From an optimization exercise on the open Yosys and OpenROAD flow, aimed at a short achievable clock period and few clock cycles; shortcuts taken in it are not production practice.
Function was checked by simulation only, so behaviour that the tests miss may differ from the original.

==> flow/run.sh <==
#!/bin/bash
# synth_recipe.tcl (not shown) runs the flow's synth.tcl, then flattens the netlist and writes it again
# the make line also repeats each setting of config.mk as NAME=value (left out here)
make -C /OpenROAD-flow-scripts/flow DESIGN_CONFIG=/design/flow/config.mk WORK_HOME=/design/flow/orfs CLKGATE_MAP_FILE= SYNTH_SCRIPT=/design/flow/synth_recipe.tcl finish
==> flow/config.mk <==
export PLATFORM = sky130hd
export DESIGN_NAME = proc
export DESIGN_NICKNAME = proc
export VERILOG_FILES = /design/flow/design.v
export SDC_FILE = /design/flow/constraint.sdc
export NUM_CORES = 4
export LEC_CHECK = 0
export ABC_CLOCK_PERIOD_IN_PS = 2000
export CAP_MARGIN = 20
export CORE_MARGIN = 2
export CORE_UTILIZATION = 45
export SETUP_SLACK_MARGIN = 2.5
export SLEW_MARGIN = 20
export SYNTH_HIERARCHICAL = 1
export SYNTH_MINIMUM_KEEP_SIZE = 0
export TNS_END_PERCENT = 40
==> flow/constraint.sdc <==
create_clock -name core_clock -period 5.0 [get_ports {clk_i}]
set_input_delay 1.0000 -clock core_clock [delete_from_list [all_inputs] [get_ports {clk_i}]]
set_output_delay 1.0000 -clock core_clock [all_outputs]
set_load 0.01 [all_outputs]
==> flow/design.v <==
package proc_pkg;
   typedef struct packed {
      logic [4:0] op;
      logic [2:0] rs;
      logic [2:0] rt;
      logic [2:0] rd;
      logic [1:0] fn;
   } instr_fmt_r_t;
   typedef struct packed {
      logic [4:0]        op;
      logic [2:0]        rs;
      logic [2:0]        rd;
      logic signed [4:0] imm;
   } instr_fmt_i_t;
   typedef union packed {
      instr_fmt_r_t r;
      instr_fmt_i_t i;
   } instr_u;
endpackage
`timescale 1ns/1ps
module fetch (
   input  logic                     clk_i,
   input  logic                     rst_i,
   input  logic                     load_en_i,
   input  logic [6-1:0] load_addr_i,
   input  logic [15:0]              load_instr_i,
   input  logic                     stall_id_i,
   input  logic                     redirect_i,
   input  logic [15:0]              redirect_pc_i,
   input  logic                     halt_id_i,
   input  logic                     ex_redirect_i,
   input  logic [15:0]              ex_redirect_pc_i,
   output logic                     id_valid_o,
   output proc_pkg::instr_u         id_instr_o,
   output logic [15:0]              id_pc_inc_o,
   output logic                     id_pred_o      
);
   logic [15:0] imem [0:(1 << 6)-1];
   logic [15:0] pc;
   logic        halted;
   logic        ipt [0:(1 << 6)-1];
   logic [5:0]  itg [0:(1 << 6)-1];
   always_ff @(posedge clk_i) begin
      if (rst_i && load_en_i) begin
         imem[load_addr_i] <= load_instr_i;
         ipt[load_addr_i]  <= load_instr_i[15:11] == 5'b00100 ||
                              load_instr_i[15:11] == 5'b01101;
         itg[load_addr_i]  <= load_addr_i + 6'd1 + {load_instr_i[4], load_instr_i[4:0]};
      end
   end
   logic       w_pt;
   logic [5:0] w_tg;
   assign w_pt = ipt[pc[6-1:0]];
   assign w_tg = itg[pc[6-1:0]];
   logic        ld0;
   logic [15:0] w0;
   logic        w0_pt;
   logic [5:0]  w0_tg;
   assign ld0   = load_en_i && load_addr_i == 6'd0;
   assign w0    = ld0 ? load_instr_i : imem[0];
   assign w0_pt = ld0 ? (load_instr_i[15:11] == 5'b00100 ||
                         load_instr_i[15:11] == 5'b01101) : ipt[0];
   assign w0_tg = ld0 ? 6'd1 + {load_instr_i[4], load_instr_i[4:0]} : itg[0];
   always_ff @(posedge clk_i) begin
      if (rst_i) begin
         pc         <= w0_pt ? {10'd0, w0_tg} : 16'd1;
         halted     <= 1'b0;
         id_valid_o <= 1'b1;
      end else if (ex_redirect_i) begin
         pc         <= ex_redirect_pc_i;
         id_valid_o <= 1'b0;
      end else if (halted || halt_id_i) begin
         halted     <= 1'b1;
         id_valid_o <= 1'b0;
      end else if (redirect_i) begin
         pc         <= redirect_pc_i;
         id_valid_o <= 1'b0;
      end else if (!stall_id_i) begin
         pc         <= w_pt ? {10'd0, w_tg} : pc + 16'd1;
         id_valid_o <= 1'b1;
      end
   end
   always_ff @(posedge clk_i) begin
      if (rst_i) begin
         id_instr_o  <= w0;
         id_pc_inc_o <= 16'd1;
         id_pred_o   <= w0_pt;
      end else if (!stall_id_i) begin
         id_instr_o  <= imem[pc[6-1:0]];
         id_pc_inc_o <= pc + 16'd1;
         id_pred_o   <= w_pt;
      end
   end
endmodule
`timescale 1ns/1ps
module decode (
   input  logic        clk_i,
   input  logic        rst_i,
   input  logic        id_valid_i,
   input  proc_pkg::instr_u id_instr_i,
   input  logic [15:0] id_pc_inc_i,
   input  logic        id_pred_i,     
   input  logic        ex_redirect_i,  
   input  logic        wb_en_i,
   input  logic [2:0]  wb_reg_i,
   input  logic [15:0] wb_data_i,
   input  logic        mem_wr_en_i,
   input  logic        mem_ld_i,
   input  logic [2:0]  mem_rd_i,
   input  logic [15:0] mem_result_i,
   output logic        stall_id_o,
   output logic        redirect_o,
   output logic [15:0] redirect_pc_o,
   output logic        halt_id_o,
   output logic        ex_valid_o,
   output logic [1:0]  ex_fn_o,
   output logic        ex_use_imm_o,
   output logic [15:0] ex_a_o,
   output logic [15:0] ex_b_o,
   output logic [4:0]  ex_imm_o,
   output logic [2:0]  ex_rd_o,
   output logic        ex_wr_en_o,
   output logic        ex_ld_o,
   output logic        ex_st_o,
   output logic        ex_halt_o,
   output logic        ex_illegal_o,
   output logic        ex_fwd_a_m_o,
   output logic        ex_fwd_a_w_o,
   output logic        ex_fwd_b_m_o,
   output logic        ex_fwd_b_w_o,
   output logic        ex_sub_o,       
   output logic        ex_chk_o,
   output logic        ex_a_zero_o,    
   output logic        ex_pred_o,
   output logic        ex_beqz_o,
   output logic [15:0] ex_tgt_o,
   output logic [15:0] ex_fall_o
);
   logic [15:0] regs [0:7];
   logic [4:0]  op;
   logic        is_rtype;
   logic        is_addi;
   logic        is_ld;
   logic        is_st;
   logic        is_beqz;
   logic        is_bnez;
   logic        is_j;
   logic        is_halt;
   logic        is_nop;
   logic        is_illegal;
   logic [2:0]  src_a;
   logic [2:0]  src_b;
   logic [2:0]  dst;
   logic        use_a;
   logic        use_b;
   logic        writes;
   logic        hazard_a;
   logic        hazard_b;
   logic [15:0] val_a;
   logic [15:0] val_b;
   logic        taken;
   logic        issue;
   assign op         = id_instr_i.r.op;
   assign is_rtype   = op == 5'b11011;
   assign is_addi    = op == 5'b01000;
   assign is_ld      = op == 5'b10001;
   assign is_st      = op == 5'b10000;
   assign is_beqz    = op == 5'b01100;
   assign is_bnez    = op == 5'b01101;
   assign is_j       = op == 5'b00100;
   assign is_halt    = op == 5'b00000;
   assign is_nop     = op == 5'b00001;
   assign is_illegal = !(is_rtype || is_addi || is_ld || is_st || is_beqz ||
                         is_bnez || is_j || is_halt || is_nop);
   assign src_a = id_instr_i.r.rs;
   assign src_b = id_instr_i.r.rt;
   assign dst = is_rtype ? id_instr_i.r.rd : id_instr_i.i.rd;
   assign use_a  = is_rtype || is_addi || is_ld || is_st || is_beqz || is_bnez;
   assign use_b  = is_rtype || is_st;
   assign writes = is_rtype || is_addi || is_ld;
   logic is_br;
   logic fwd_a_m, fwd_a_w, fwd_b_m, fwd_b_w;
   logic br_dep;
   assign is_br    = is_beqz || is_bnez;
   assign br_dep   = is_br && ((ex_wr_en_o && ex_rd_o == src_a) ||
                               (mem_ld_i && mem_rd_i == src_a));
   assign hazard_a = use_a && ex_ld_o && ex_rd_o == src_a;
   assign hazard_b = use_b && ex_ld_o && ex_rd_o == src_b;
   assign fwd_a_m = ex_wr_en_o && !ex_ld_o && ex_rd_o == src_a;
   assign fwd_a_w = !fwd_a_m && mem_wr_en_i && mem_rd_i == src_a;
   assign fwd_b_m = ex_wr_en_o && !ex_ld_o && ex_rd_o == src_b;
   assign fwd_b_w = !fwd_b_m && mem_wr_en_i && mem_rd_i == src_b;
   assign stall_id_o = id_valid_i && (hazard_a || hazard_b);
   assign issue      = id_valid_i && !stall_id_o && !ex_redirect_i;
   assign halt_id_o  = id_valid_i && is_halt && !ex_redirect_i;
   always_ff @(posedge clk_i) begin
      if (rst_i) begin
         for (int i = 0; i < 8; i++) begin
            regs[i] <= 16'd0;
         end
      end else if (wb_en_i) begin
         regs[wb_reg_i] <= wb_data_i;
      end
   end
   assign val_a = (wb_en_i && wb_reg_i == src_a) ? wb_data_i : regs[src_a];
   assign val_b = (wb_en_i && wb_reg_i == src_b) ? wb_data_i : regs[src_b];
   logic [7:0] rzero;
   logic       br_zero;
   always_ff @(posedge clk_i) begin
      if (rst_i) begin
         rzero <= 8'hff;
      end else if (wb_en_i) begin
         rzero[wb_reg_i] <= wb_data_i == 16'd0;
      end
   end
   always_comb begin
      if (mem_wr_en_i && !mem_ld_i && mem_rd_i == src_a) br_zero = mem_result_i == 16'd0;
      else if (wb_en_i && wb_reg_i == src_a)             br_zero = wb_data_i == 16'd0;
      else                                              br_zero = rzero[src_a];
   end
   assign taken = is_j || (is_beqz && br_zero) || (is_bnez && !br_zero);
   assign redirect_o    = issue && !br_dep && (taken != id_pred_i);
   assign redirect_pc_o = taken ? id_pc_inc_i + {{11{id_instr_i.i.imm[4]}}, id_instr_i.i.imm} :
                                  id_pc_inc_i;
   always_ff @(posedge clk_i) begin
      if (rst_i) begin
         ex_valid_o   <= 1'b0;
         ex_wr_en_o   <= 1'b0;
         ex_ld_o      <= 1'b0;
         ex_st_o      <= 1'b0;
         ex_halt_o    <= 1'b0;
         ex_illegal_o <= 1'b0;
      end else begin
         ex_valid_o   <= issue;
         ex_wr_en_o   <= issue && writes;
         ex_ld_o      <= issue && is_ld;
         ex_st_o      <= issue && is_st;
         ex_halt_o    <= issue && is_halt;
         ex_illegal_o <= issue && is_illegal;
      end
   end
   always_ff @(posedge clk_i) begin
      ex_chk_o     <= issue && br_dep;
      ex_sub_o     <= is_rtype && id_instr_i.r.fn == 2'b01;
      ex_a_zero_o  <= br_zero;
      ex_pred_o    <= id_pred_i;
      ex_beqz_o    <= is_beqz;
      ex_tgt_o     <= id_pc_inc_i + {{11{id_instr_i.i.imm[4]}}, id_instr_i.i.imm};
      ex_fall_o    <= id_pc_inc_i;
      ex_fwd_a_m_o <= fwd_a_m;
      ex_fwd_a_w_o <= fwd_a_w;
      ex_fwd_b_m_o <= fwd_b_m;
      ex_fwd_b_w_o <= fwd_b_w;
      ex_fn_o      <= is_rtype ? id_instr_i.r.fn : 2'b00;
      ex_use_imm_o <= !is_rtype;
      ex_a_o       <= val_a;
      ex_b_o       <= val_b;
      ex_imm_o     <= id_instr_i.i.imm;
      ex_rd_o      <= dst;
   end
endmodule
`timescale 1ns/1ps
module execute (
   input  logic        clk_i,
   input  logic        rst_i,
   input  logic        ex_valid_i,
   input  logic [1:0]  ex_fn_i,
   input  logic        ex_use_imm_i,
   input  logic [15:0] ex_a_i,
   input  logic [15:0] ex_b_i,
   input  logic [4:0]  ex_imm_i,
   input  logic [2:0]  ex_rd_i,
   input  logic        ex_wr_en_i,
   input  logic        ex_ld_i,
   input  logic        ex_st_i,
   input  logic        ex_halt_i,
   input  logic        ex_illegal_i,
   input  logic        ex_fwd_a_m_i,
   input  logic        ex_fwd_a_w_i,
   input  logic        ex_fwd_b_m_i,
   input  logic        ex_fwd_b_w_i,
   input  logic [15:0] wb_data_i,
   input  logic        ex_sub_i,
   input  logic        ex_chk_i,
   input  logic        ex_a_zero_i,
   input  logic        ex_pred_i,
   input  logic        ex_beqz_i,
   input  logic [15:0] ex_tgt_i,
   input  logic [15:0] ex_fall_i,
   output logic        ex_redirect_o,
   output logic [15:0] ex_redirect_pc_o,
   output logic        mem_valid_o,
   output logic [15:0] mem_result_o,
   output logic [15:0] mem_store_data_o,
   output logic [2:0]  mem_rd_o,
   output logic        mem_wr_en_o,
   output logic        mem_ld_o,
   output logic        mem_st_o,
   output logic        mem_halt_o,
   output logic        mem_illegal_o
);
   logic [15:0] a, b;
   logic [15:0] op_b;
   logic [15:0] alu_res;
   assign a = ex_fwd_a_m_i ? mem_result_o : (ex_fwd_a_w_i ? wb_data_i : ex_a_i);
   assign b = ex_fwd_b_m_i ? mem_result_o : (ex_fwd_b_w_i ? wb_data_i : ex_b_i);
   logic br_taken;
   logic a_zero;
   assign a_zero   = ex_fwd_a_m_i ? mem_result_o == 16'd0 :
                     (ex_fwd_a_w_i ? wb_data_i == 16'd0 : ex_a_zero_i);
   assign br_taken = ex_beqz_i ? a_zero : !a_zero;
   assign ex_redirect_o    = ex_valid_i && ex_chk_i && br_taken != ex_pred_i;
   assign ex_redirect_pc_o = br_taken ? ex_tgt_i : ex_fall_i;
   assign op_b = ex_use_imm_i ? {{11{ex_imm_i[4]}}, ex_imm_i} : b;
   logic [15:0] sum;
   logic        is_sub;
   assign is_sub = ex_sub_i;
   ex_add add_i (.a_i(a), .b_i(op_b ^ {16{is_sub}}), .cin_i(is_sub), .s_o(sum));
   always_comb begin
      case (ex_fn_i)
         2'b11: alu_res = a & op_b;
         2'b10: alu_res = a ^ op_b;
         default:      alu_res = sum;
      endcase
   end
   always_ff @(posedge clk_i) begin
      if (rst_i) begin
         mem_valid_o   <= 1'b0;
         mem_wr_en_o   <= 1'b0;
         mem_ld_o      <= 1'b0;
         mem_st_o      <= 1'b0;
         mem_halt_o    <= 1'b0;
         mem_illegal_o <= 1'b0;
      end else begin
         mem_valid_o   <= ex_valid_i;
         mem_wr_en_o   <= ex_wr_en_i;
         mem_ld_o      <= ex_ld_i;
         mem_st_o      <= ex_st_i;
         mem_halt_o    <= ex_halt_i;
         mem_illegal_o <= ex_illegal_i;
      end
   end
   always_ff @(posedge clk_i) begin
      mem_result_o     <= alu_res;
      mem_store_data_o <= b;
      mem_rd_o         <= ex_rd_i;
   end
endmodule
module ex_add (
   input  logic [15:0] a_i,
   input  logic [15:0] b_i,
   input  logic        cin_i,
   output logic [15:0] s_o
);
   logic [15:0] pg_g [0:4];
   logic [15:0] pg_p [0:4];
   logic [15:0] carry;
   always_comb begin
      pg_g[0] = a_i & b_i;
      pg_p[0] = a_i ^ b_i;
      for (int l = 0; l < 4; l++) begin
         for (int i = 0; i < 16; i++) begin
            if (i >= (1 << l)) begin
               pg_g[l+1][i] = pg_g[l][i] | (pg_p[l][i] & pg_g[l][i - (1 << l)]);
               pg_p[l+1][i] = pg_p[l][i] & pg_p[l][i - (1 << l)];
            end else begin
               pg_g[l+1][i] = pg_g[l][i];
               pg_p[l+1][i] = pg_p[l][i];
            end
         end
      end
      carry[0] = cin_i;
      for (int i = 1; i < 16; i++) carry[i] = pg_g[4][i-1] | (pg_p[4][i-1] & cin_i);
   end
   assign s_o = (a_i ^ b_i) ^ carry;
endmodule
`timescale 1ns/1ps
module memory (
   input  logic        clk_i,
   input  logic        rst_i,
   input  logic        mem_valid_i,
   input  logic [15:0] mem_result_i,
   input  logic [15:0] mem_store_data_i,
   input  logic [2:0]  mem_rd_i,
   input  logic        mem_wr_en_i,
   input  logic        mem_ld_i,
   input  logic        mem_st_i,
   input  logic        mem_halt_i,
   input  logic        mem_illegal_i,
   output logic        wb_en_o,
   output logic [2:0]  wb_reg_o,
   output logic [15:0] wb_data_o,
   output logic        halt_o,
   output logic        err_o
);
   logic [15:0]              dmem [0:(1 << 6)-1];
   logic [6-1:0] addr;
   assign addr = mem_result_i[6-1:0];
   always_ff @(posedge clk_i) begin
      if (mem_valid_i && mem_st_i) begin
         dmem[addr] <= mem_store_data_i;
      end
   end
   always_ff @(posedge clk_i) begin
      wb_reg_o  <= mem_rd_i;
      wb_data_o <= mem_ld_i ? dmem[addr] : mem_result_i;
   end
   always_ff @(posedge clk_i) begin
      if (rst_i) begin
         wb_en_o <= 1'b0;
         halt_o  <= 1'b0;
         err_o   <= 1'b0;
      end else begin
         wb_en_o <= mem_valid_i && mem_wr_en_i;
         halt_o  <= halt_o || (mem_valid_i && mem_halt_i);
         err_o   <= mem_valid_i && mem_illegal_i;
      end
   end
endmodule
`timescale 1ns/1ps
module proc (
   input  logic                     clk_i,
   input  logic                     rst_i,
   input  logic                     load_en_i,
   input  logic [6-1:0] load_addr_i,
   input  logic [15:0]              load_instr_i,
   output logic                     wb_en_o,
   output logic [2:0]               wb_reg_o,
   output logic [15:0]              wb_data_o,
   output logic                     halt_o,
   output logic                     err_o
);
   logic        id_valid;
   proc_pkg::instr_u id_instr;
   logic [15:0] id_pc_inc;
   logic        id_pred;
   logic        stall_id;
   logic        redirect;
   logic [15:0] redirect_pc;
   logic        halt_id;
   logic        ex_valid;
   logic [1:0]  ex_fn;
   logic        ex_use_imm;
   logic [15:0] ex_a;
   logic [15:0] ex_b;
   logic [4:0]  ex_imm;
   logic [2:0]  ex_rd;
   logic        ex_wr_en;
   logic        ex_ld;
   logic        ex_st;
   logic        ex_halt;
   logic        ex_illegal;
   logic        ex_fwd_a_m, ex_fwd_a_w, ex_fwd_b_m, ex_fwd_b_w;
   logic        ex_chk, ex_a_zero, ex_pred, ex_beqz, ex_redirect, ex_sub;
   logic [15:0] ex_tgt, ex_fall, ex_redirect_pc;
   logic        mem_valid;
   logic [15:0] mem_result;
   logic [15:0] mem_store_data;
   logic [2:0]  mem_rd;
   logic        mem_wr_en;
   logic        mem_ld;
   logic        mem_st;
   logic        mem_halt;
   logic        mem_illegal;
   fetch fetch_i (
      .clk_i(clk_i), .rst_i(rst_i), .load_en_i(load_en_i), .load_addr_i(load_addr_i),
      .load_instr_i(load_instr_i), .stall_id_i(stall_id), .redirect_i(redirect),
      .redirect_pc_i(redirect_pc), .halt_id_i(halt_id), .ex_redirect_i(ex_redirect),
      .ex_redirect_pc_i(ex_redirect_pc), .id_valid_o(id_valid),
      .id_instr_o(id_instr), .id_pc_inc_o(id_pc_inc), .id_pred_o(id_pred));
   decode decode_i (
      .clk_i(clk_i), .rst_i(rst_i), .id_valid_i(id_valid), .id_instr_i(id_instr),
      .id_pc_inc_i(id_pc_inc), .id_pred_i(id_pred), .ex_redirect_i(ex_redirect), .wb_en_i(wb_en_o), .wb_reg_i(wb_reg_o), .wb_data_i(wb_data_o),
      .mem_wr_en_i(mem_wr_en), .mem_ld_i(mem_valid && mem_ld), .mem_rd_i(mem_rd),
      .mem_result_i(mem_result), .stall_id_o(stall_id),
      .redirect_o(redirect), .redirect_pc_o(redirect_pc), .halt_id_o(halt_id),
      .ex_valid_o(ex_valid), .ex_fn_o(ex_fn), .ex_use_imm_o(ex_use_imm), .ex_a_o(ex_a),
      .ex_b_o(ex_b), .ex_imm_o(ex_imm), .ex_rd_o(ex_rd), .ex_wr_en_o(ex_wr_en),
      .ex_ld_o(ex_ld), .ex_st_o(ex_st), .ex_halt_o(ex_halt), .ex_illegal_o(ex_illegal),
      .ex_fwd_a_m_o(ex_fwd_a_m), .ex_fwd_a_w_o(ex_fwd_a_w), .ex_fwd_b_m_o(ex_fwd_b_m),
      .ex_fwd_b_w_o(ex_fwd_b_w), .ex_sub_o(ex_sub), .ex_chk_o(ex_chk), .ex_a_zero_o(ex_a_zero), .ex_pred_o(ex_pred), .ex_beqz_o(ex_beqz),
      .ex_tgt_o(ex_tgt), .ex_fall_o(ex_fall));
   execute execute_i (
      .clk_i(clk_i), .rst_i(rst_i), .ex_valid_i(ex_valid), .ex_fn_i(ex_fn),
      .ex_use_imm_i(ex_use_imm), .ex_a_i(ex_a), .ex_b_i(ex_b), .ex_imm_i(ex_imm),
      .ex_rd_i(ex_rd), .ex_wr_en_i(ex_wr_en), .ex_ld_i(ex_ld), .ex_st_i(ex_st),
      .ex_halt_i(ex_halt), .ex_illegal_i(ex_illegal), .ex_fwd_a_m_i(ex_fwd_a_m),
      .ex_fwd_a_w_i(ex_fwd_a_w), .ex_fwd_b_m_i(ex_fwd_b_m), .ex_fwd_b_w_i(ex_fwd_b_w),
      .wb_data_i(wb_data_o), .ex_sub_i(ex_sub), .ex_chk_i(ex_chk), .ex_a_zero_i(ex_a_zero), .ex_pred_i(ex_pred), .ex_beqz_i(ex_beqz),
      .ex_tgt_i(ex_tgt), .ex_fall_i(ex_fall), .ex_redirect_o(ex_redirect),
      .ex_redirect_pc_o(ex_redirect_pc), .mem_valid_o(mem_valid),
      .mem_result_o(mem_result), .mem_store_data_o(mem_store_data), .mem_rd_o(mem_rd),
      .mem_wr_en_o(mem_wr_en), .mem_ld_o(mem_ld), .mem_st_o(mem_st),
      .mem_halt_o(mem_halt), .mem_illegal_o(mem_illegal));
   memory memory_i (
      .clk_i(clk_i), .rst_i(rst_i), .mem_valid_i(mem_valid), .mem_result_i(mem_result),
      .mem_store_data_i(mem_store_data), .mem_rd_i(mem_rd), .mem_wr_en_i(mem_wr_en),
      .mem_ld_i(mem_ld), .mem_st_i(mem_st), .mem_halt_i(mem_halt),
      .mem_illegal_i(mem_illegal), .wb_en_o(wb_en_o), .wb_reg_o(wb_reg_o),
      .wb_data_o(wb_data_o), .halt_o(halt_o), .err_o(err_o));
endmodule
==> results of run 1 <==
[flip-flops by register name, indices dropped and copies added (netlist names), 8 cells and up, named ones only]
signal                      flops
decode_i.ex_a_o                16
decode_i.ex_b_o                16
decode_i.regs                 128
decode_i.rzero                  8
execute_i.mem_result_o         16
execute_i.mem_store_data_o     16
fetch_i.id_instr_o             16
fetch_i.imem                 1024
fetch_i.ipt                    64
fetch_i.itg                   384
memory_i.dmem                1024
memory_i.wb_data_o             16
[critical path, stage by stage (launching register included)]
cell and delay, ns:
edfxtp_1 0.41, mux4_2 0.52, mux2_4 0.28, and2_4 0.17
o41ai_4 0.33, mux2i_4 0.45, mux2i_4 0.33, buf_6 0.17
buf_6 0.13, nor2b_4 0.17, a21oi_2 0.08, o31ai_1 0.08
a21oi_1 0.10
[cells in the final DEF, fill, tap and decap left out, types with 27 or more instances in the layout]
cell type and n:
edfxtp_1 2647, mux4_2 582, buf_4 441, clkbuf_16 324
mux2i_1 284, nor2_1 195, nand2_1 156, buf_6 139
and2_1 136, a21oi_1 131, dfxtp_1 109, nor2_4 88
buf_12 86, a22oi_1 80, o21ai_0 74, mux2_2 61
a221oi_1 60, clkbuf_1 57, clkinv_1 56, buf_16 56
clkinv_2 52, nor2_2 46, nand3_1 37, o22ai_1 35
ha_1 34, xnor2_1 31, buf_8 29, a31oi_1 27
dfxtp_2 27
[cell type report]
cell class,instances,area share
sequential,2802,0.6078
multi-input combinational,2672,0.2218
timing repair buffer,796,0.06804
clock buffer,381,0.06033
tap,3330,0.03062
clock inverter,148,0.01018
inverter,30,0.001140
antenna,4,0.00007357
timing repair inverter,1,0.00004598
[stage by stage]
stage | instance area, µm²
finish | 136100
global route | 136100
CTS | 133800
detailed placement | 118400
global placement | 118400
floorplan | 112700
[layer usage]
metal / vias up / share of wire / global-route usage
li1: 25550 / - / -
met1: 33280 / 0.39 / 0.3644
met2: 3429 / 0.46 / 0.4096
met3: 774 / 0.10 / 0.05746
met4: 22 / 0.051 / 0.1159
met5: - / 0.00044 / 0
[final timing paths]
| check | from | end | slack [ns] | cells after the start |
|---|---|---|---|---|
| worst max-delay path | fetch_i.id_instr_o[9]$_DFFE_PN_ | register | 1.68 | 12 |
| worst min-delay path | execute_i.mem_rd_o[2]$_DFF_P_ | memory_i.wb_reg_o[2]$_DFF_P_ | 0.37 | 0 |
| worst max register to register | fetch_i.id_instr_o[9]$_DFFE_PN_ | register | 1.68 | 12 |
| worst min register to register | execute_i.mem_rd_o[2]$_DFF_P_ | memory_i.wb_reg_o[2]$_DFF_P_ | 0.37 | 0 |
[what timing repair did]
action,CTS,global route
resized for setup,665,277
pin swaps,135,113
cloned,57,27
buffers inserted,257,77
endpoints found under the setup margin,2424,1328
==> results.yml, run 1 <==
run_status:
  status: "complete, no violations"
timing:
  worst_pin_slew_ns: 1.079
  holdWs_ns: 0.3661
  final_max_slew_viol_count: 0
  finalCritPeriodShare: 0.6630
  rsz0062_at_grt: "yes"
  fin_skew_ns: 0.09203
  tns_ns: 0
  setup_viol: 0
  slew-limit-headroom: 0.2748
  hold_viol_final: 0
  finalWorstSetupSlack_ns: 1.685
  fmax_mhz: 301.6
  layout_min_cycle_time_ns: 3.315
min_path:
  hp-class: "reg2reg"
route:
  wl_per_cell_um: 33.73
  postRouteAntennaNets: 0
  firstDrtPassIters: 6
  via_per_inst: 6.203
  num_vias: 63050
  drc: 0
  routed_wl_um: 342800
  drt_iter0_drc: 8423
synthesis:
  syn_avg_cell_area_um2: 19.11
  synthCells: 5868
  synth.net_count: 5943
  yosysWarnings: 13
  netlist_area_um2: 112100
critical_path:
  critPathArrivalTime_ns: 4.12
  timing_worst_setup_path_type: "reg2reg"
  cp-end-kind: "register"
  cp_max_fo: 7
  startpoint_type: "register"
  crit_required_ns: 5.81
finish:
  nets: 6685
  final-seq-area_um2: 82690
  fin_util: 0.5482
  drive_gt1_frac: 0.3436
  nFillCells: 19020
  final_cells: 10160
  multi_input_area_um2: 30180
  areaGrowthSynthToFinish_pct: 21.35
clock_tree:
  cts-htree-levels: 5
  clkSinkCount: 2802
  tritoncts: "done"
  cts_buffers: 307
  cts_hold_buf: 0
  clock_latency_ns: 0.97
  ctsRootBufferMaster: "clkbuf_16"
  cts.path.max_buffers: 4
  clk_pin_slew_ns: 0.06
placement:
  dp_worst_setup_slack_ns: 0.8938
  place_congestion: 0.8992
  placed_cells_incl_taps: 9212
  post-dp-hpwl_um: 188300
  port_buffers: 46
die:
  die_h_um: 503.2
  ioPinCount: 47
  num_rows: 183
  fp.dieW_um: 503.2
  coreArea_um2: 248200
  die-area_um2: 253200
  initial_utilization: 0.4517
grt:
  overflow: 0
  grt_pass1_vias: 61410
  grt_pass1_wl_um: 472500
  antenna_found_initial: 23
  grt_max_degree: 68
  grt_usage: 0.2652
flow_run:
  maxCapViolCount: 0
Testbench counts, summed over its fixed seeds: cycles 23,611.
==> run 2, diff against run 1 <==
--- a/flow/design.v
+++ b/flow/design.v
@@ -129,5 +129,4 @@
    output logic        ex_fwd_b_m_o,
    output logic        ex_fwd_b_w_o,
-   output logic        ex_sub_o,       
    output logic        ex_chk_o,
    output logic        ex_a_zero_o,    
@@ -183,11 +182,10 @@
    logic br_dep;
    assign is_br    = is_beqz || is_bnez;
-   assign br_dep   = is_br && ((ex_wr_en_o && ex_rd_o == src_a) ||
-                               (mem_ld_i && mem_rd_i == src_a));
-   assign hazard_a = use_a && ex_ld_o && ex_rd_o == src_a;
-   assign hazard_b = use_b && ex_ld_o && ex_rd_o == src_b;
-   assign fwd_a_m = ex_wr_en_o && !ex_ld_o && ex_rd_o == src_a;
+   assign br_dep   = is_br && ex_wr_en_o && ex_rd_o == src_a;
+   assign hazard_a = 1'b0;
+   assign hazard_b = 1'b0;
+   assign fwd_a_m = ex_wr_en_o && ex_rd_o == src_a;
    assign fwd_a_w = !fwd_a_m && mem_wr_en_i && mem_rd_i == src_a;
-   assign fwd_b_m = ex_wr_en_o && !ex_ld_o && ex_rd_o == src_b;
+   assign fwd_b_m = ex_wr_en_o && ex_rd_o == src_b;
    assign fwd_b_w = !fwd_b_m && mem_wr_en_i && mem_rd_i == src_b;
    assign stall_id_o = id_valid_i && (hazard_a || hazard_b);
@@ -215,5 +213,5 @@
    end
    always_comb begin
-      if (mem_wr_en_i && !mem_ld_i && mem_rd_i == src_a) br_zero = mem_result_i == 16'd0;
+      if (mem_wr_en_i && mem_rd_i == src_a)              br_zero = mem_result_i == 16'd0;
       else if (wb_en_i && wb_reg_i == src_a)             br_zero = wb_data_i == 16'd0;
       else                                              br_zero = rzero[src_a];
@@ -242,5 +240,4 @@
    always_ff @(posedge clk_i) begin
       ex_chk_o     <= issue && br_dep;
-      ex_sub_o     <= is_rtype && id_instr_i.r.fn == 2'b01;
       ex_a_zero_o  <= br_zero;
       ex_pred_o    <= id_pred_i;
@@ -281,5 +278,4 @@
    input  logic        ex_fwd_b_w_i,
    input  logic [15:0] wb_data_i,
-   input  logic        ex_sub_i,
    input  logic        ex_chk_i,
    input  logic        ex_a_zero_i,
@@ -315,5 +311,18 @@
    logic [15:0] sum;
    logic        is_sub;
-   assign is_sub = ex_sub_i;
+   logic [15:0] dmem [0:(1 << 6)-1];
+   logic [63:0] row;
+   logic [15:0] ld_data;
+   ex_sam sam_i (.x_i(a[5:0]), .imm_i(ex_imm_i), .row_o(row));
+   always_comb begin
+      ld_data = 16'd0;
+      for (int k = 0; k < 64; k++) ld_data = ld_data | (row[k] ? dmem[k] : 16'd0);
+   end
+   always_ff @(posedge clk_i) begin
+      for (int k = 0; k < 64; k++) begin
+         if (ex_valid_i && ex_st_i && row[k]) dmem[k] <= b;
+      end
+   end
+   assign is_sub = ex_fn_i == 2'b01;
    ex_add add_i (.a_i(a), .b_i(op_b ^ {16{is_sub}}), .cin_i(is_sub), .s_o(sum));
    always_comb begin
@@ -342,5 +351,5 @@
    end
    always_ff @(posedge clk_i) begin
-      mem_result_o     <= alu_res;
+      mem_result_o     <= ex_ld_i ? ld_data : alu_res;
       mem_store_data_o <= b;
       mem_rd_o         <= ex_rd_i;
@@ -359,4 +368,5 @@
       pg_g[0] = a_i & b_i;
       pg_p[0] = a_i ^ b_i;
+      pg_g[0][0] = (a_i[0] & b_i[0]) | ((a_i[0] ^ b_i[0]) & cin_i);
       for (int l = 0; l < 4; l++) begin
          for (int i = 0; i < 16; i++) begin
@@ -371,8 +381,31 @@
       end
       carry[0] = cin_i;
-      for (int i = 1; i < 16; i++) carry[i] = pg_g[4][i-1] | (pg_p[4][i-1] & cin_i);
+      for (int i = 1; i < 16; i++) carry[i] = pg_g[4][i-1];
    end
    assign s_o = (a_i ^ b_i) ^ carry;
 endmodule
+module ex_sam (
+   input  logic [5:0]  x_i,
+   input  logic [4:0]  imm_i,
+   output logic [63:0] row_o
+);
+   logic [5:0] y;
+   assign y = {imm_i[4], imm_i};
+   always_comb begin
+      for (int k = 0; k < 64; k++) begin
+         logic [5:0] kk;
+         logic       mt;
+         logic       c;
+         kk = 6'(k);
+         mt = 1'b1;
+         for (int i = 0; i < 6; i++) begin
+            if (i == 0) c = 1'b0;
+            else c = kk[i-1] ? (x_i[i-1] & y[i-1]) : (x_i[i-1] | y[i-1]);
+            mt = mt & ((x_i[i] ^ y[i] ^ kk[i]) == c);
+         end
+         row_o[k] = mt;
+      end
+   end
+endmodule
 `timescale 1ns/1ps
 module memory (
@@ -394,15 +427,7 @@
    output logic        err_o
 );
-   logic [15:0]              dmem [0:(1 << 6)-1];
-   logic [6-1:0] addr;
-   assign addr = mem_result_i[6-1:0];
-   always_ff @(posedge clk_i) begin
-      if (mem_valid_i && mem_st_i) begin
-         dmem[addr] <= mem_store_data_i;
-      end
-   end
    always_ff @(posedge clk_i) begin
       wb_reg_o  <= mem_rd_i;
-      wb_data_o <= mem_ld_i ? dmem[addr] : mem_result_i;
+      wb_data_o <= mem_result_i;
    end
    always_ff @(posedge clk_i) begin
@@ -452,5 +477,5 @@
    logic        ex_illegal;
    logic        ex_fwd_a_m, ex_fwd_a_w, ex_fwd_b_m, ex_fwd_b_w;
-   logic        ex_chk, ex_a_zero, ex_pred, ex_beqz, ex_redirect, ex_sub;
+   logic        ex_chk, ex_a_zero, ex_pred, ex_beqz, ex_redirect;
    logic [15:0] ex_tgt, ex_fall, ex_redirect_pc;
    logic        mem_valid;
@@ -479,5 +504,5 @@
       .ex_ld_o(ex_ld), .ex_st_o(ex_st), .ex_halt_o(ex_halt), .ex_illegal_o(ex_illegal),
       .ex_fwd_a_m_o(ex_fwd_a_m), .ex_fwd_a_w_o(ex_fwd_a_w), .ex_fwd_b_m_o(ex_fwd_b_m),
-      .ex_fwd_b_w_o(ex_fwd_b_w), .ex_sub_o(ex_sub), .ex_chk_o(ex_chk), .ex_a_zero_o(ex_a_zero), .ex_pred_o(ex_pred), .ex_beqz_o(ex_beqz),
+      .ex_fwd_b_w_o(ex_fwd_b_w), .ex_chk_o(ex_chk), .ex_a_zero_o(ex_a_zero), .ex_pred_o(ex_pred), .ex_beqz_o(ex_beqz),
       .ex_tgt_o(ex_tgt), .ex_fall_o(ex_fall));
    execute execute_i (
@@ -487,5 +512,5 @@
       .ex_halt_i(ex_halt), .ex_illegal_i(ex_illegal), .ex_fwd_a_m_i(ex_fwd_a_m),
       .ex_fwd_a_w_i(ex_fwd_a_w), .ex_fwd_b_m_i(ex_fwd_b_m), .ex_fwd_b_w_i(ex_fwd_b_w),
-      .wb_data_i(wb_data_o), .ex_sub_i(ex_sub), .ex_chk_i(ex_chk), .ex_a_zero_i(ex_a_zero), .ex_pred_i(ex_pred), .ex_beqz_i(ex_beqz),
+      .wb_data_i(wb_data_o), .ex_chk_i(ex_chk), .ex_a_zero_i(ex_a_zero), .ex_pred_i(ex_pred), .ex_beqz_i(ex_beqz),
       .ex_tgt_i(ex_tgt), .ex_fall_i(ex_fall), .ex_redirect_o(ex_redirect),
       .ex_redirect_pc_o(ex_redirect_pc), .mem_valid_o(mem_valid),
--- a/flow/config.mk
+++ b/flow/config.mk
@@ -9,8 +9,8 @@
 export CAP_MARGIN = 20
 export CORE_MARGIN = 2
-export CORE_UTILIZATION = 45
-export SETUP_SLACK_MARGIN = 2.5
+export CORE_UTILIZATION = 40
+export SETUP_SLACK_MARGIN = 2.0
 export SLEW_MARGIN = 20
 export SYNTH_HIERARCHICAL = 1
 export SYNTH_MINIMUM_KEEP_SIZE = 0
-export TNS_END_PERCENT = 40
+export TNS_END_PERCENT = 20
==> run 2 against run 1 <==
  * Still clean on timing, DRC and antenna
  * Area after synthesis decreased by 2.4%
  * Cell count increased by 0.18%
  * Clock skew decreased by 0.0028 ns
  * Design area decreased by 3.2%
  * Critical path depth increased by 1
  * Non-clock buffer count decreased by 74
  * Register-to-register slack got worse by 0.58 ns
  * Utilization decreased by 6.3 points
  * Global-route usage decreased by 0.76 points
  * Worst setup slack got worse by 0.58 ns
==> results.yml, run 2 <==
die:
  fp.dieW_um: 527.0
  ioPinCount: 47
  die_h_um: 527.0
  num_rows: 191
  coreArea_um2: 271500
  initial_utilization: 0.4029
  die-area_um2: 277700
timing:
  rsz0062_at_grt: "yes"
  setup_viol: 0
  slew-limit-headroom: 0.2600
  worst_pin_slew_ns: 1.110
  fin_skew_ns: 0.08922
  finalWorstSetupSlack_ns: 1.104
  final_max_slew_viol_count: 0
  finalCritPeriodShare: 0.7793
  fmax_mhz: 256.6
  layout_min_cycle_time_ns: 3.897
  hold_viol_final: 0
  tns_ns: 0
synthesis:
  netlist_area_um2: 109400
  syn_avg_cell_area_um2: 19.10
  synth.net_count: 5813
  synthCells: 5728
  yosysWarnings: 15
critical_path:
  crit_family: "simple AND/OR/NAND/NOR gates"
  path_cells: "mux2i_2, o21ai_2, ha_2, buf_4, xor3_1, nand2_4, nor2_1, buf_6, a22oi_2, nand4_1, nor4_4, buf_4, a21oi_1"
  crit-reg2reg-launch: "decode_i.ex_fwd_a_w_o$_DFF_P_"
  cp_max_fo: 17
  critPathArrivalTime_ns: 4.64
  cp-end-kind: "register"
  max_stage_delay_ns: 0.67
  timing_worst_setup_path_type: "reg2reg"
  path_buf_inv: 3
  path_common_cell: "buf_4"
  startpoint: "decode_i.ex_fwd_a_w_o$_DFF_P_"
  path_depth: 13
  startpoint_type: "register"
  reg2regPathDepth: 13
  crit_required_ns: 5.74
  critPathSlowestCell: "nor4_4"
clock_tree:
  ctsRootBufferMaster: "clkbuf_16"
  tritoncts: "done"
  cts_buffers: 299
  cts-htree-levels: 5
  clock_latency_ns: 0.88
  clk_pin_slew_ns: 0.06
  cts.path.max_buffers: 4
  cts_hold_buf: 0
  clkSinkCount: 2783
route:
  num_vias: 64150
  via_per_inst: 6.301
  postRouteAntennaNets: 0
  firstDrtPassIters: 6
  routed_wl_um: 369900
  drc: 0
  wl_per_cell_um: 36.33
  drt_iter0_drc: 10660
finish:
  nets: 6465
  reg.largest.list: "execute_i.dmem: 1024 flops, fetch_i.imem: 1024 flops, fetch_i.itg: 384 flops"
  final_common_cell: "edfxtp_1"
  drive_gt1_frac: 0.3172
  final_cell_mix: "edfxtp_1, mux4_2, buf_4"
  fin_util: 0.4849
  multi_input_area_um2: 28180
  final-seq-area_um2: 82260
  areaGrowthSynthToFinish_pct: 20.35
  nFillCells: 22170
  final_area_um2: 131700
min_path:
  hp-class: "reg2reg"
  min_from: "fetch_i.id_pc_inc_o[3]$_SDFFE_PP0N_"
  hold_depth: 0
flow_run:
  maxCapViolCount: 0
grt:
  antenna_found_initial: 22
  grt_max_degree: 70
  grt_usage: 0.2576
  grt_pass1_wl_um: 499300
  overflow: 0
  grt_pass1_vias: 60880
placement:
  post-dp-hpwl_um: 222100
  place_congestion: 0.9815
  dp_worst_setup_slack_ns: -0.1111
  post_dp_cell_area_um2: 116900
  port_buffers: 46
run_status:
  status: "complete, no violations"
## run 2: cell types whose count changed in the layout (fill, tap and decap cells not counted), moves of 32 or more
cell	previous run	this run
buf_4	441	477
and3_4	3	46
mux2i_1	284	102
mux4_2	582	515
o22ai_1	35	3
a22oi_1	80	222
a21oi_1	131	91
o21ai_0	74	26
nand4_1	15	83
a22o_1	23	125
buf_16	56	5
buf_6	139	56
## run 2: final timing paths
check | end | slack, ns
hold / removal | decode_i.ex_fall_o[3]$_DFF_P_ | 0.38
setup reg to reg | execute_i.mem_result_o[11]$_DFF_P_ | 1.10
setup / recovery | execute_i.mem_result_o[11]$_DFF_P_ | 1.10
hold reg to reg | decode_i.ex_fall_o[3]$_DFF_P_ | 0.38
## run 2: routing by layer
metal | global-route usage | wire, µm
met4 | 0.1034 | 17660
met5 | 0 | 63
met2 | 0.3759 | 161000
met1 | 0.3672 | 144100
met3 | 0.06811 | 47120
## run 2: stage by stage
step	instances	hold slack [ns]
finish	10180	0.3798
global route	10170	0.3914
CTS	9993	0.3853
detailed placement	9360	0.3779
floorplan	5728	0.3609
global placement	9359	0.3754
## run 2: cell type report
type                       instances  area share
antenna                           10   0.0001901
clock buffer                     379     0.06086
clock inverter                   144    0.008677
inverter                          38    0.001112
multi-input combinational       2536      0.2140
sequential                      2783      0.6249
tap                             3570     0.03393
timing repair buffer             722     0.05633
## run 2: what timing repair did
item | 4_1_cts | 5_1_grt
gates cloned | 0 | 14
endpoints found under the setup margin | 1166 | 1354
gates resized for setup | 270 | 304
pin swaps | 86 | 81
setup buffers | 110 | 165
## run 2: worst reg2reg max path, stage by stage, from the launching register on
cell and delay [ns]:
dfxtp_4 0.39, mux2i_2 0.17, o21ai_2 0.23, ha_2 0.23, buf_4 0.11, xor3_1 0.33
nand2_4 0.22, nor2_1 0.08, buf_6 0.22, a22oi_2 0.23, nand4_1 0.65, nor4_4 0.67
buf_4 0.19, a21oi_1 0.06
Testbench counts of run 2, summed over its fixed seeds: cycles 22,194.
==> run 3, diff against run 2 <==
--- a/flow/design.v
+++ b/flow/design.v
@@ -102,4 +102,5 @@
    input  logic        id_pred_i,     
    input  logic        ex_redirect_i,  
+   input  logic        ex_res_zero_i,  
    input  logic        wb_en_i,
    input  logic [2:0]  wb_reg_i,
@@ -181,6 +182,8 @@
    logic fwd_a_m, fwd_a_w, fwd_b_m, fwd_b_w;
    logic br_dep;
-   assign is_br    = is_beqz || is_bnez;
-   assign br_dep   = is_br && ex_wr_en_o && ex_rd_o == src_a;
+   logic br_ex_alu;
+   assign is_br     = is_beqz || is_bnez;
+   assign br_ex_alu = ex_wr_en_o && !ex_ld_o && ex_rd_o == src_a;
+   assign br_dep    = is_br && ex_ld_o && ex_rd_o == src_a;
    assign hazard_a = 1'b0;
    assign hazard_b = 1'b0;
@@ -213,5 +216,6 @@
    end
    always_comb begin
-      if (mem_wr_en_i && mem_rd_i == src_a)              br_zero = mem_result_i == 16'd0;
+      if (br_ex_alu)                                    br_zero = ex_res_zero_i;
+      else if (mem_wr_en_i && mem_rd_i == src_a)         br_zero = mem_result_i == 16'd0;
       else if (wb_en_i && wb_reg_i == src_a)             br_zero = wb_data_i == 16'd0;
       else                                              br_zero = rzero[src_a];
@@ -285,4 +289,5 @@
    input  logic [15:0] ex_fall_i,
    output logic        ex_redirect_o,
+   output logic        ex_res_zero_o,    
    output logic [15:0] ex_redirect_pc_o,
    output logic        mem_valid_o,
@@ -326,4 +331,5 @@
    assign is_sub = ex_fn_i == 2'b01;
    ex_add add_i (.a_i(a), .b_i(op_b ^ {16{is_sub}}), .cin_i(is_sub), .s_o(sum));
+   ex_zt zt_i (.a_i(a), .b_i(op_b), .fn_i(ex_fn_i), .zero_o(ex_res_zero_o));
    always_comb begin
       case (ex_fn_i)
@@ -408,4 +414,29 @@
    end
 endmodule
+module ex_zt (
+   input  logic [15:0] a_i,
+   input  logic [15:0] b_i,
+   input  logic [1:0]  fn_i,
+   output logic        zero_o
+);
+   logic        sub;
+   logic [15:0] opb, px, po;
+   logic        zsum;
+   assign sub = fn_i == 2'b01;
+   assign opb = b_i ^ {16{sub}};
+   assign px  = a_i ^ opb;
+   assign po  = a_i | opb;
+   always_comb begin
+      zsum = px[0] == sub;
+      for (int i = 1; i < 16; i++) zsum = zsum && (px[i] == po[i-1]);
+   end
+   always_comb begin
+      case (fn_i)
+         2'b11: zero_o = (a_i & b_i) == 16'd0;
+         2'b10: zero_o = a_i == b_i;
+         default:      zero_o = zsum;
+      endcase
+   end
+endmodule
 `timescale 1ns/1ps
 module memory (
@@ -477,5 +508,5 @@
    logic        ex_illegal;
    logic        ex_fwd_a_m, ex_fwd_a_w, ex_fwd_b_m, ex_fwd_b_w;
-   logic        ex_chk, ex_a_zero, ex_pred, ex_beqz, ex_redirect;
+   logic        ex_chk, ex_a_zero, ex_pred, ex_beqz, ex_redirect, ex_res_zero;
    logic [15:0] ex_tgt, ex_fall, ex_redirect_pc;
    logic        mem_valid;
@@ -496,5 +527,6 @@
    decode decode_i (
       .clk_i(clk_i), .rst_i(rst_i), .id_valid_i(id_valid), .id_instr_i(id_instr),
-      .id_pc_inc_i(id_pc_inc), .id_pred_i(id_pred), .ex_redirect_i(ex_redirect), .wb_en_i(wb_en_o), .wb_reg_i(wb_reg_o), .wb_data_i(wb_data_o),
+      .id_pc_inc_i(id_pc_inc), .id_pred_i(id_pred), .ex_redirect_i(ex_redirect),
+      .ex_res_zero_i(ex_res_zero), .wb_en_i(wb_en_o), .wb_reg_i(wb_reg_o), .wb_data_i(wb_data_o),
       .mem_wr_en_i(mem_wr_en), .mem_ld_i(mem_valid && mem_ld), .mem_rd_i(mem_rd),
       .mem_result_i(mem_result), .stall_id_o(stall_id),
@@ -514,5 +546,5 @@
       .wb_data_i(wb_data_o), .ex_chk_i(ex_chk), .ex_a_zero_i(ex_a_zero), .ex_pred_i(ex_pred), .ex_beqz_i(ex_beqz),
       .ex_tgt_i(ex_tgt), .ex_fall_i(ex_fall), .ex_redirect_o(ex_redirect),
-      .ex_redirect_pc_o(ex_redirect_pc), .mem_valid_o(mem_valid),
+      .ex_redirect_pc_o(ex_redirect_pc), .ex_res_zero_o(ex_res_zero), .mem_valid_o(mem_valid),
       .mem_result_o(mem_result), .mem_store_data_o(mem_store_data), .mem_rd_o(mem_rd),
       .mem_wr_en_o(mem_wr_en), .mem_ld_o(mem_ld), .mem_st_o(mem_st),
==> run 3 against run 2 <==
  * Still clean on timing, DRC and antenna
  * Register-to-register slack worse by 0.75 ns
  * Worst hold slack better by 0.0095 ns
  * Worst setup slack worse by 0.75 ns
  * Critical path type unchanged
==> results.yml, run 3 <==
run_status:
  status: "complete, no violations"
placement:
  place_congestion: 0.9403
  port_buffers: 46
  placed_cells_incl_taps: 9692
  post-dp-hpwl_um: 216000
clock_tree:
  cts.path.max_buffers: 4
  tritoncts: "done"
  clk_pin_slew_ns: 0.06
  clkSinkCount: 2783
  clock_latency_ns: 0.86
  ctsRootBufferMaster: "clkbuf_16"
  cts-htree-levels: 5
  cts_hold_buf: 0
  cts_buffers: 298
route:
  wl_per_cell_um: 35.05
  firstDrtPassIters: 8
  num_vias: 65400
  drt_iter0_drc: 10020
  routed_wl_um: 370700
  postRouteAntennaNets: 0
  drc: 0
  via_per_inst: 6.184
grt:
  grt_pass1_wl_um: 496800
  grt_usage: 0.2536
  grt_max_degree: 70
  overflow: 0
  antenna_found_initial: 22
  grt_pass1_vias: 62140
flow_run:
  maxCapViolCount: 0
finish:
  final_cells: 10580
  nFillCells: 21990
  nets: 6782
  drive_gt1_frac: 0.3320
  reg.largest.list: "execute_i.dmem: 1024 flops, fetch_i.imem: 1024 flops, fetch_i.itg: 384 flops"
  areaGrowthSynthToFinish_pct: 22.57
  final_common_cell: "edfxtp_1"
  final_cell_mix: "edfxtp_1, buf_4, mux4_2"
timing:
  fmax_mhz: 215.3
  finalCritPeriodShare: 0.9288
  hold_viol_final: 0
  fin_skew_ns: 0.06734
  tns_ns: 0
  setup_viol: 0
  worst_pin_slew_ns: 1.049
  rsz0062_at_grt: "yes"
  layout_min_cycle_time_ns: 4.644
  final_max_slew_viol_count: 0
  slew-limit-headroom: 0.2824
synthesis:
  netlist_area_um2: 110400
  synthCells: 5847
  synth.net_count: 5962
  yosysWarnings: 16
  syn_avg_cell_area_um2: 18.87
critical_path:
  timing_worst_setup_path_type: "reg2reg"
  crit_family: "compound AO/OA/AOI/OAI gates"
  path_buf_inv: 2
  cp-end-kind: "register"
  max_stage_delay_ns: 0.39
  startpoint_type: "register"
  critPathArrivalTime_ns: 5.37
  crit_required_ns: 5.73
  critPathSlowestCell: "dfxtp_4"
  path_cells: "buf_12, mux2i_4, o21ai_4, mux2_4, xnor2_2, ha_4, or2_4, a211oi_2, a21o_1, a21oi_2, o41ai_2, buf_4, nor2_4, or2_4, a21oi_4, nand2_4, mux2_2, o21a_1, and2_1, nand4_1, o311a_1, a221oi_2, mux2_4"
  cp_max_fo: 7
die:
  fp.dieW_um: 529.3
  die_h_um: 529.3
  die-area_um2: 280100
  ioPinCount: 47
  initial_utilization: 0.4026
  num_rows: 192
  coreArea_um2: 274100
min_path:
  hp-class: "reg2reg"
-- run 3: cell type report --
| type | count | area, µm² | area share |
|---|---|---|---|
| clock inverters | 141 | 1194 | 0.008825 |
| inverters | 54 | 207.7 | 0.001536 |
| repair buffers | 890 | 9647 | 0.07132 |
| multi-input cells | 2640 | 29360 | 0.2171 |
| clock buffers | 368 | 7969 | 0.05891 |
| flip-flops and latches | 2783 | 82240 | 0.6080 |
| well taps | 3686 | 4612 | 0.03410 |
| diodes | 14 | 35.03 | 0.0002590 |
-- run 3: what timing repair did --
| item | CTS | global route |
|---|---|---|
| resized for setup | 379 | 258 |
| endpoints found under the setup margin | 1159 | 1274 |
| cloned | 11 | 22 |
| setup buffers | 174 | 153 |
| pin swaps | 141 | 112 |
-- run 3: through the flow --
step                utilization  instance area [µm²]  hold WS, ns  worst slack (ns)
floorplan                     -               110800       0.3618            0.1756
global placement         0.4353               119300       0.3744           0.04464
detailed placement       0.4353               119300       0.3819           0.03158
CTS                      0.4822               132200       0.3860            0.3539
global route             0.4934               135200       0.3901            0.1213
finish                   0.4935               135300       0.3893            0.3561
-- run 3: per-layer routing --
layer  up-vias  wire length [µm]  part of all wire  global-route usage
li1      25730                 -                 -                   -
met1     34250            141400              0.38              0.3532
met2      4479            162700              0.44              0.3739
met3       924             47120              0.13             0.06661
met4        18             19410             0.052              0.1135
met5         -               127           0.00034                   0
-- run 3: final timing paths --
path / from / end / slack (ns) / cells after the start
setup reg to reg: decode_i.ex_fwd_b_w_o$_DFF_P_ / register / 0.36 / 23
hold reg to reg: decode_i.ex_rd_o[1]$_DFF_P_ / execute_i.mem_rd_o[1]$_DFF_P_ / 0.39 / 0
hold / removal: decode_i.ex_rd_o[1]$_DFF_P_ / execute_i.mem_rd_o[1]$_DFF_P_ / 0.39 / 0
setup / recovery: decode_i.ex_fwd_b_w_o$_DFF_P_ / register / 0.36 / 23
-- run 3: worst register-to-register path, cell delays in order (launching register included) --
cell and delay [ns]:
dfxtp_4 0.39, buf_12 0.17, mux2i_4 0.26, o21ai_4 0.07
mux2_4 0.30, xnor2_2 0.19, ha_4 0.24, or2_4 0.25
a211oi_2 0.18, a21o_1 0.12, a21oi_2 0.04, o41ai_2 0.32
buf_4 0.20, nor2_4 0.04, or2_4 0.25, a21oi_4 0.21
nand2_4 0.07, mux2_2 0.28, o21a_1 0.22, and2_1 0.15
nand4_1 0.06, o311a_1 0.18, a221oi_2 0.07, mux2_4 0.27
Testbench counts of run 3, summed over its fixed seeds: cycles 21,638.
==> run 4, diff against run 3 <==
==> flow/design.v (replaced) <==
package proc_pkg;
   typedef struct packed {
      logic [4:0] op;
      logic [2:0] rs;
      logic [2:0] rt;
      logic [2:0] rd;
      logic [1:0] fn;
   } instr_fmt_r_t;
   typedef struct packed {
      logic [4:0]        op;
      logic [2:0]        rs;
      logic [2:0]        rd;
      logic signed [4:0] imm;
   } instr_fmt_i_t;
   typedef union packed {
      instr_fmt_r_t r;
      instr_fmt_i_t i;
   } instr_u;
endpackage
`timescale 1ns/1ps
module proc (
   input  logic                     clk_i,
   input  logic                     rst_i,
   input  logic                     load_en_i,
   input  logic [6-1:0] load_addr_i,
   input  logic [15:0]              load_instr_i,
   output logic                     wb_en_o,
   output logic [2:0]               wb_reg_o,
   output logic [15:0]              wb_data_o,
   output logic                     halt_o,
   output logic                     err_o
);
   logic [15:0] imem [0:63];
   logic [5:0]  itgt [0:63];
   logic [5:0]  load_tgt;
   assign load_tgt = load_addr_i + 6'd1 + {load_instr_i[4], load_instr_i[4:0]};
   always_ff @(posedge clk_i) begin
      if (rst_i && load_en_i) begin
         imem[load_addr_i] <= load_instr_i;
         itgt[load_addr_i] <= load_tgt;
      end
   end
   logic [15:0] ir;
   logic [5:0]  ir_tgt;
   logic [5:0]  seq_pc;
   logic        ir_valid;
   logic [4:0]  op;
   logic        is_r, is_addi, is_ld, is_st, is_beqz, is_bnez, is_j, is_halt, is_nop;
   logic        is_illegal;
   logic        writes;
   logic [15:0] a, b, imm, op_b, sum, res, ld_data, wdata;
   logic [5:0]  addr;
   logic [2:0]  wreg;
   logic        a_zero, taken;
   assign op        = ir[15:11];
   assign is_r      = op == 5'b11011;
   assign is_addi   = op == 5'b01000;
   assign is_ld     = op == 5'b10001;
   assign is_st     = op == 5'b10000;
   assign is_beqz   = op == 5'b01100;
   assign is_bnez   = op == 5'b01101;
   assign is_j      = op == 5'b00100;
   assign is_halt   = op == 5'b00000;
   assign is_nop    = op == 5'b00001;
   assign is_illegal = !(is_r || is_addi || is_ld || is_st || is_beqz || is_bnez ||
                         is_j || is_halt || is_nop);
   assign writes    = is_r || is_addi || is_ld;
   logic [15:0] regs [0:7];
   assign a   = regs[ir[10:8]];
   assign b   = regs[ir[7:5]];
   assign imm = {{11{ir[4]}}, ir[4:0]};
   assign op_b = is_r ? ((ir[1:0] == 2'b01) ? ~b : b) : imm;
   assign sum  = a + op_b + {15'd0, is_r && ir[1:0] == 2'b01};
   always_comb begin
      case ({is_r, ir[1:0]})
         {1'b1, 2'b10}: res = a ^ b;
         {1'b1, 2'b11}: res = a & b;
         default:              res = sum;
      endcase
   end
   logic [15:0] dmem [0:63];
   assign addr    = a[5:0] + {ir[4], ir[4:0]};
   assign ld_data = dmem[addr];
   assign wdata   = is_ld ? ld_data : res;
   assign wreg    = is_r ? ir[4:2] : ir[7:5];
   always_ff @(posedge clk_i) begin
      if (ir_valid && !rst_i && is_st) begin
         dmem[addr] <= b;
      end
   end
   always_ff @(posedge clk_i) begin
      if (rst_i) begin
         for (int i = 0; i < 8; i++) begin
            regs[i] <= 16'd0;
         end
      end else if (ir_valid && writes) begin
         regs[wreg] <= wdata;
      end
   end
   assign a_zero = a == 16'd0;
   assign taken  = is_j || (is_beqz && a_zero) || (is_bnez && !a_zero);
   always_ff @(posedge clk_i) begin
      if (rst_i) begin
         ir_valid <= 1'b1;
         seq_pc   <= 6'd1;
         if (load_en_i && load_addr_i == 6'd0) begin
            ir     <= load_instr_i;
            ir_tgt <= load_tgt;
         end else begin
            ir     <= imem[0];
            ir_tgt <= itgt[0];
         end
      end else if (ir_valid) begin
         if (is_halt) begin
            ir_valid <= 1'b0;
         end else if (taken) begin
            ir     <= imem[ir_tgt];
            ir_tgt <= itgt[ir_tgt];
            seq_pc <= ir_tgt + 6'd1;
         end else begin
            ir     <= imem[seq_pc];
            ir_tgt <= itgt[seq_pc];
            seq_pc <= seq_pc + 6'd1;
         end
      end
   end
   always_ff @(posedge clk_i) begin
      if (rst_i) begin
         wb_en_o <= 1'b0;
         halt_o  <= 1'b0;
         err_o   <= 1'b0;
      end else begin
         wb_en_o <= ir_valid && writes;
         halt_o  <= halt_o || (ir_valid && is_halt);
         err_o   <= ir_valid && is_illegal;
      end
   end
   always_ff @(posedge clk_i) begin
      wb_reg_o  <= wreg;
      wb_data_o <= wdata;
   end
endmodule
==> flow/config.mk (replaced) <==
export PLATFORM = sky130hd
export DESIGN_NAME = proc
export DESIGN_NICKNAME = proc
export VERILOG_FILES = /design/flow/design.v
export SDC_FILE = /design/flow/constraint.sdc
export NUM_CORES = 4
export LEC_CHECK = 0
export CAP_MARGIN = 20
export CORE_MARGIN = 2
export CORE_UTILIZATION = 40
export SETUP_SLACK_MARGIN = 1.0
export SLEW_MARGIN = 20
export TNS_END_PERCENT = 10
==> run 4 against run 3 <==
  * Now fails the layout checks on negative setup slack
  * Synthesized cell count grew 0.84%
  * Via count grew 1.7%
  * Area after synthesis grew 4.2%
  * Non-clock buffer count shrank 120
  * Count of clock-buffer cells in the layout shrank 6
  * Cell count shrank 0.72%
  * Critical path depth shrank 3
  * Wire length shrank 3.2%
==> results.yml, run 4 <==
synthesis:
  yosys.area.top_type: "edfxtp_1"
  yosysWarnings: 1
  synth-main-ff-cell: "edfxtp_1"
  synth_edf_count: 2582
  yosysMostFrequentCell: "edfxtp_1"
  yosys.cell_types.count: 84
  netlist_area_um2: 115000
  synth-seq-cells: 2629
  async_flop_share: 0
  yosysTopAreaCellShare: 0.6743
  ys_seq_area_frac: 0.6824
  synthCells: 5896
  syn_avg_cell_area_um2: 19.50
  synth.net_count: 5966
  synth_commonest_cells: "edfxtp_1, mux4_2, nor2_1"
  yosys-top-cells-area: "edfxtp_1, mux4_2, a22oi_1, mux2i_1, nor2_1"
grt:
  grt_pass1_vias: 65880
  grt_usage: 0.2403
  grt_pass1_wl_um: 502200
  overflow: 0
  grt_max_degree: 66
  antenna_found_initial: 17
placement:
  port_buffers: 46
  post_dp_cell_area_um2: 125500
  place_congestion: 0.9110
  post-dp-hpwl_um: 219300
  placed_cells_incl_taps: 9867
critical_path:
  crit_family: "buffers and inverters"
  max_stage_delay_ns: 0.69
  path_buf_inv: 9
  crit-reg2reg-launch: "regs[6][0]$_SDFFCE_PN0P_"
  critPathSlowestCell: "fa_4"
  path_cells: "mux4_2, mux2_4, ha_4, inv_2, fa_4, buf_12, buf_12, buf_12, buf_12, mux2_2, a221oi_2, a21oi_2, a221oi_2, buf_4, o22ai_1, buf_4, nor4_4, buf_12, buf_12, nor3_1"
  timing_worst_setup_path_type: "reg2reg"
  startpoint_type: "register"
  critPathArrivalTime_ns: 5.59
  rrSetupSlack_ns: -0.003
  cp_max_fo: 9
  crit_required_ns: 5.59
  cp-end-kind: "register"
  reg2regPathDepth: 20
  path_common_cell: "buf_12"
  r2r-end: "regs[5][6]$_SDFFCE_PN0P_"
route:
  routed_wl_um: 359000
  postRouteAntennaNets: 0
  via_per_inst: 6.333
  drc: 0
  num_vias: 66500
  drt_iter0_drc: 9352
  firstDrtPassIters: 8
  wl_per_cell_um: 34.19
clock_tree:
  clock_latency_ns: 0.86
  cts_hold_buf: 0
  cts-htree-levels: 5
  clk_pin_slew_ns: 0.06
  cts.path.max_buffers: 4
  ctsRootBufferMaster: "clkbuf_16"
  tritoncts: "done"
  clkSinkCount: 2629
  cts_buffers: 283
finish:
  final_cell_mix: "edfxtp_1, mux4_2, buf_4"
  nets: 6590
  nFillCells: 23290
  final_common_cell: "edfxtp_1"
  final_cells: 10500
  final_area_um2: 137800
  areaGrowthSynthToFinish_pct: 19.86
  final-seq-area_um2: 78520
  fin_util: 0.4828
  multi_input_area_um2: 37230
  drive_gt1_frac: 0.3880
  reg.largest.list: "dmem: 1024 flops, imem: 1024 flops, itgt: 384 flops"
die:
  coreArea_um2: 285500
  num_rows: 196
  ioPinCount: 47
  die_h_um: 540.2
  die-area_um2: 291800
  initial_utilization: 0.4028
  fp.dieW_um: 540.2
timing:
  worst_pin_slew_ns: 1.080
  finalCritPeriodShare: 1.001
  fin_skew_ns: 0.04070
  rsz0062_at_grt: "yes"
  layout_min_cycle_time_ns: 5.003
  fmax_mhz: 199.9
  setup_viol: 2
  slew-limit-headroom: 0.2791
  tns_ns: -0.003248
  finalWorstSetupSlack_ns: -0.003039
  hold_viol_final: 0
  final_max_slew_viol_count: 0
run_status:
  status: "complete, but fails checks"
  so_faults: "negative setup slack"
min_path:
  hold_depth: 1
  hp-class: "in2reg"
  min_from: "load_instr_i[7]"
  min_to: "imem[0][7]$_DFFE_PP_"
flow_run:
  maxCapViolCount: 0
==> run 4: worst max-delay path by stage <==
stage,cells after the start,slack (ns),startpoint,end
final,20,-0.003,regs[6][0]$_SDFFCE_PN0P_,regs[5][6]$_SDFFCE_PN0P_
after global routing,20,-0.09,register,regs[5][6]$_SDFFCE_PN0P_
after CTS,18,0.07,register,regs[4][6]$_SDFFCE_PN0P_
after detailed placement,17,-0.50,register,regs[3][7]$_SDFFCE_PN0P_
after global placement,16,-0.44,register,regs[0][7]$_SDFFCE_PN0P_
after floorplan,15,0.80,register,regs[0][15]$_SDFFCE_PN0P_
==> run 4: area by class of cell <==
type | instances | area share
inverter | 27 | 0.0007535
clock inverter | 138 | 0.009214
multi-input combinational | 2809 | 0.2702
tap | 3762 | 0.03415
antenna | 3 | 0.00005447
timing repair buffer | 770 | 0.06049
sequential | 2629 | 0.5697
clock buffer | 362 | 0.05551
==> run 4: metrics by stage <==
step / hold WS [ns] / worst slack [ns]
floorplan: 0.4605 / 0.8048
global placement: 0.4692 / -0.4373
detailed placement: 0.4923 / -0.5035
CTS: 0.4220 / 0.07149
global route: 0.4573 / -0.08543
finish: 0.4937 / -0.003039
==> run 4: logic make-up after synthesis <==
logic type / Yosys count / synth area share
adder cells (fa/ha/maj): 45 / 0.005157
XOR/XNOR: 45 / 0.003721
multiplexers: 1199 / 0.2146
buffers and inverters: 459 / 0.01627
AND/OR/NAND/NOR: 832 / 0.03395
flip-flops: 2629 / 0.6824
AO/OA/AOI/OAI: 687 / 0.04390
==> run 4: what timing repair did <==
action	4_1_cts	5_1_grt
pin swaps	64	118
gates cloned	8	16
setup endpoints to repair	1205	1208
resized for setup	135	265
setup buffers	54	52
==> run 4: worst register-to-register path, delay by kind of cell (launching register included) <==
family	cells	cell delay, ns
adder cells (fa/ha/maj)	2	0.86
AND/OR/NAND/NOR	2	0.37
multiplexers	3	1.12
buffers and inverters	9	1.33
AO/OA/AOI/OAI	4	0.64
flip-flops	1	0.40
==> run 4: per-layer routing <==
| layer | global-route usage | wire length [µm] |
|---|---|---|
| met2 | 0.3773 | 168600 |
| met5 | 0 | 28 |
| met1 | 0.3364 | 141800 |
| met3 | 0.04758 | 34830 |
| met4 | 0.08061 | 13720 |
Testbench counts of run 4, summed over its fixed seeds: cycles 20,275.

-- separate check: timing with driven ports --
The results above use ideal ports. As a check the final layouts listed here were re-extracted and re-timed, cells and wires unchanged.
Step 1, drivers: a clkbuf_16 drives clk_i and a buf_2 each remaining input, both assumed.
Step 2, shift: input delay + t, output delay - t, t = (earliest + latest rising clock arrival at the registers) / 2. This alone moves slack from input paths to output paths.
a / b / c = ideal ports / drivers / drivers and shift; a / b = the first two.
run	t, ns	slack for setup (ns)	hold WS [ns]	worst setup path after step 2	worst data-port slew with drivers (ns)
run 1	1.010	1.685 / 1.685 / 0.829	0.366 / 0.366 / 0.366	input to register	0.30
run 2	0.927	1.103 / 1.103 / 0.701	0.380 / 0.380 / 0.380	input to register	0.09
run 3	0.926	0.356 / 0.356 / 0.356	0.389 / 0.389 / 0.389	register to register	0.16
run 4	0.942	-0.003 / -0.003 / -0.003	0.494 / 0.479 / 0.502	register to register	0.19
For run 1, which loses most, drivers alone change the setup slack by 0.000 ns; drivers and shift together by -0.856 ns.
